What follows belongs to an exercise in optimizing a design on an open flow for small area; a production flow would make more cautious choices.
In this exercise RTL edits were held to simulation tests only and were not proved equivalent to the original.

==> flow/design.v (outline; a module is shown in full before it is edited, if it fits) <==
// module half_adder_n: 9 lines
// module half_adder: 9 lines
// module full_adder: 10 lines
// module mod_reduce_top: 3291 lines
module mod_reduce_top (
  input  logic         clk,
  input  logic         rst,
  input  logic [199:0] operand,
  input  logic         operand_valid,
  output logic [10:0]  residue_a,
  output logic [10:0]  residue_b,
  output logic         residue_valid,
  output logic [19:0]  result,
  output logic         result_valid
);
  // ...
==> flow/run.sh <==
#!/bin/bash
# synth_recipe.tcl (not shown) runs the flow's synth.tcl, then flattens the netlist and writes it again
# the make line also repeats each setting of config.mk as NAME=value (left out here)
make -C /OpenROAD-flow-scripts/flow DESIGN_CONFIG=/design/flow/config.mk WORK_HOME=/design/flow/orfs CLKGATE_MAP_FILE= SYNTH_SCRIPT=/design/flow/synth_recipe.tcl finish
==> flow/config.mk <==
export PLATFORM = sky130hd
export DESIGN_NAME = mod_reduce_top
export DESIGN_NICKNAME = mod_reduce_top
export VERILOG_FILES = /design/flow/design.v
export SDC_FILE = /design/flow/constraint.sdc
export NUM_CORES = 4
export LEC_CHECK = 0
export CAP_MARGIN = 20
export CORE_MARGIN = 2
export CORE_UTILIZATION = 65
export GPL_TIMING_DRIVEN = 0
export SLEW_MARGIN = 20
export SYNTH_HIERARCHICAL = 1
==> flow/constraint.sdc <==
create_clock -name core_clock -period 9.0 [get_ports {clk}]
set_input_delay 1.8000 -clock core_clock [delete_from_list [all_inputs] [get_ports {clk}]]
set_output_delay 1.8000 -clock core_clock [all_outputs]
set_load 0.01 [all_outputs]
==> flow_metrics.tcl, run 1 <==
set metrics [dict create \
    status "timing/DRC/antenna clean" \
    r2r_slack_ns 0.37 \
    fillers 2621 \
    clk_pin_slew_ns 0.08 \
    netlist_area_sq_um 26600 \
    cts_tree "yes" \
    cp-endpoint "ra_q[10]" \
    grt_util_met2_pct 69.5 \
    synth.area.top_cells "fa_1 (68%), dfxtp_1 (7.2%), ha_1 (5.9%)" \
    slowest_stage "dfxtp_1" \
    n_clock_buffer 9 \
    relSlewSlack_pct 44.2 \
    buffers 257 \
    buffer_area_share_pct 8.36 \
    num_tap_cells 532 \
    cts_buffers 9 \
    hold_depth 1 \
    worst_slew_pin_slew_ns 0.836 \
    clockBufferDepth 2 \
    crit_type "reg2reg" \
    vias 17800 \
    end_kind "flip-flop" \
    diodes 0 \
    hold_end "vld3" \
    multi_input_cells 1618 \
    dr_wl_met2_um 40500 \
    cp.arrival_ns 8.90 \
    ys_ff_latch 96 \
    grt_max_degree 21 \
    layout-drive-gt1-share_pct 1.95 \
    synthFlopType "dfxtp_1" \
    ant_nets 0 \
    fin_ws_ns 0.367 \
    place.gp.congestion 1.06 \
    yosys.area_share.simple_pct 4.47 \
]
==> inputs of run 2 (changes only) <==
==> flow/flow/run.sh (new file) <==
#!/bin/bash
# Standard layout, with plain buf_1 cells as the input and output port buffers.
set -euo pipefail
export BUFFER_PORTS_ARGS="-buffer_cell sky130_fd_sc_hd__buf_1"
bash standard.sh > standard_flow.log 2>&1
==> flow/standard.sh (new file) <==
#!/bin/bash
# synth_recipe.tcl (not shown) runs the flow's synth.tcl, then flattens the netlist and writes it again
# the make line also repeats each setting of config.mk as NAME=value (left out here)
make -C /OpenROAD-flow-scripts/flow DESIGN_CONFIG=/design/flow/config.mk WORK_HOME=/design/flow/orfs CLKGATE_MAP_FILE= SYNTH_SCRIPT=/design/flow/synth_recipe.tcl "${@:-finish}"
removed: flow/run.sh
==> run 2 against run 1 <==
Against the previous run:
- still clean on timing, DRC and antenna
- maximum frequency barely moved
- utilization fell by 3.8 points
- via count fell by 2.7%
- hold slack got worse by 0.0039 ns
- global-route usage fell by 1.5 points
- flip-flop and latch count did not move
- count of clock-buffer cells in the layout did not move
- cell area fell by 5.1%
- critical endpoint is now ra_q[9]
- largest cell class unchanged
- highest routed layer unchanged
==> flow_metrics.tcl, run 2 <==
set metrics [dict create \
    slowest_stage "dfxtp_1" \
    place.gp.congestion 1.09 \
    vias_per_cell 6.10 \
    async_flop_share_pct 0 \
    cp.arrival_ns 8.94 \
    worst_r2r_path_depth 26 \
    cp_slowest_stage_delay_ns 0.79 \
    rsz0062_at_grt "false" \
    row_count 74 \
    synth_top_area_share_pct 67.6 \
    ctsRootBufferMaster "clkbuf_16" \
    drc 0 \
    fin_tns_setup_ns 0 \
    holdWs_ns 0.466 \
    crit_fanout 8 \
    syn_avg_cell_area_sq_um 13.0 \
    yosysTopAreaCell "fa_1" \
    layout-drive-gt1-share_pct 1.82 \
    cp.depth 26 \
    cts_buffers 9 \
    syn_to_final_growth_pct 7.17 \
    io_buffers 246 \
    crit_type "reg2reg" \
    die_h_um 206 \
    grt_max_degree 19 \
    hold_depth 1 \
    synth_mux_area_share_pct 0.0799 \
    ys_seq_area_share_pct 7.22 \
    grt_pass1_vias 20000 \
    synthFlopType "dfxtp_1" \
    totalWireLength_um 80900 \
    clk_pin_slew_ns 0.08 \
    synth_adder_area_share_pct 73.5 \
    vias 17300 \
    end_kind "flip-flop" \
    cts_resized 0 \
    start_util_pct 65.5 \
    critPathMostFrequentCell "fa_1" \
    h-tree-depth 3 \
    drtPass1Iterations 5 \
    regMostFlops "s1_q" \
    status "timing/DRC/antenna clean" \
    hold_buffers 0 \
    multi_input_area_sq_um 23500 \
    final-hold-violation-count 0 \
    diodes 0 \
    clock-sinks 96 \
    setup_violations 0 \
    fin_ws_ns 0.369 \
    fin_nets 3531 \
    yosys.area_share.xor_xnor_pct 4.47 \
    clk_latency_ns 0.38 \
    synth_top_family_by_area "adder cells" \
    relSlewSlack_pct 40.7 \
    post-dp-hpwl_um 73600 \
    maxCapViolCount 0 \
    grt_pass1_wl_um 121000 \
    ys_ff_latch 96 \
    fmaxAchievable_ghz 0.116 \
    final_common_cell "fa_1" \
    dpl_cell_area_sq_um 28200 \
    dieWidth_um 206 \
    largest_reg_flops 50 \
    synthDistinctLibCells 74 \
    synth_edf_count 0 \
    synth.area.top_cells "fa_1 (68%), dfxtp_1 (7.2%), ha_1 (5.9%)" \
    fin_area_sq_um 28500 \
    netlist_area_sq_um 26600 \
    ys_warn_count 7 \
    dieArea_sq_um 42600 \
    min_path_type "reg2reg" \
    cts_tree "yes" \
    grt_usage_pct 41.3 \
    cp_top_family "adder cells" \
    required_ns 9.31 \
    worst_slew_pin_slew_ns 0.889 \
    wl_per_cell_um 28.5 \
    synthMostInstantiatedCell "fa_1" \
    core_sq_um 40600 \
    pin_count 247 \
    layout_common_cells "fa_1 (899), inv_1 (321), buf_1 (246)" \
    syn_inst 2046 \
    place_ws_ns 0.280 \
    drtIter0Drc 1343 \
    antenna_found_initial 0 \
    synthTopCellsByCount "fa_1 (899), inv_1 (321), ha_1 (126), dfxtp_1 (96), xnor2_1 (83)" \
    yosys.area_share.simple_pct 4.47 \
    post-route-min-period_ns 8.63 \
    postCtsSetupRepairBufs 0 \
    ant_nets 0 \
    report.final.slew_viol_count 0 \
    seq_area_sq_um 1920 \
    crit_path_start_kind "flip-flop" \
    critPathBufInv 2 \
    clockBufferDepth 2 \
    fin_skew_ns 0.0164 \
    fillers 2913 \
    synth_fp_nets 3274 \
    synth_compound_area_share_pct 5.56 \
    grt.overflow.total 0 \
    post-route-period-util_pct 95.9 \
]
-- run 2: cell types whose count changed in the layout (fill, tap and decap cells not counted), sizes merged --
cell,delta
bufinv,+1
inv,-1
buf,+246
clkdlybuf4s50,-246
-- run 2: metal layers --
metal	GRT usage [%]	part of all wire, %	vias up
met4	22.8	7.0	0
met2	67.5	49	982
met5	0	0	-
met1	51.2	35	9166
li1	-	-	6899
met3	9.85	9.6	286
-- run 2: stage by stage --
step                util [%]  std cells
finish                  70.2       2840
global placement        69.4       2824
global route            70.2       2840
floorplan                  -       2046
detailed placement      69.4       2824
CTS                     70.2       2840
-- run 2: final cells by class --
cell class	count	share of cell area, %
Buffer	11	0.180
Clock buffer	9	0.789
Clock inverter	7	0.311
Inverter	321	4.22
Multi-Input combinational cell	1618	82.2
Sequential cell	96	6.73
Tap cell	532	2.33
Timing Repair Buffer	246	3.23
-- run 2: cells by family after synthesis --
logic type | count (synthesis)
muxes | 2
xor gates and xnor gates | 136
adders and majority gates | 1025
and+or+nand+nor | 238
AOI/OAI and AO/OA | 217
buffers and inverters | 332
DFF | 96
-- run 2: path summary, 6_finish.rpt --
kind / from / slack, ns / endpoint
setup / recovery: s1_q[24] / 0.37 / ra_q[9]
hold / removal: vld1 / 0.47 / vld2
setup reg to reg: s1_q[24] / 0.37 / ra_q[9]
hold reg to reg: vld1 / 0.47 / vld2
-- run 2: modules after synthesis, one instance, submodules excluded --
| module | cell area [sq um] | flip-flops and latches | cells inside |
|---|---|---|---|
| full_adder | 20.0 | 0 | 1 |
| half_adder | 12.5 | 0 | 1 |
| half_adder_n | 20.0 | 0 | 3 |
| mod_reduce_top | 8440 | 96 | 1124 |

==> re-timing with driven ports <==
No port has a modelled driver above. Below, the same layouts with a new extraction and two added sets of constraints. Step 1, drivers: a clkbuf_16 drives clk and a buf_2 each remaining input, both assumed. Step 2, shift: input delay + t, output delay - t, t = (earliest + latest rising clock arrival at the registers) / 2. This alone moves slack from input paths to output paths. Slacks: ideal ports / drivers / drivers and shift; pairs: ideal ports / drivers.
| run | shift t [ns] | slack for setup (ns) | worst setup path after step 2 | latest minus earliest clock arrival (ns) |
|---|---|---|---|---|
| run 1 | 0.437 | 0.367 / 0.367 / 0.198 | input to register | 0.013 / 0.014 |
| run 2 | 0.434 | 0.369 / 0.369 / 0.369 | register to register | 0.016 / 0.017 |
After both steps setup and hold are still met in every run listed. The setup slack of run 1, which loses most, moves by 0.000 ns with the drivers and by -0.169 ns with both steps.
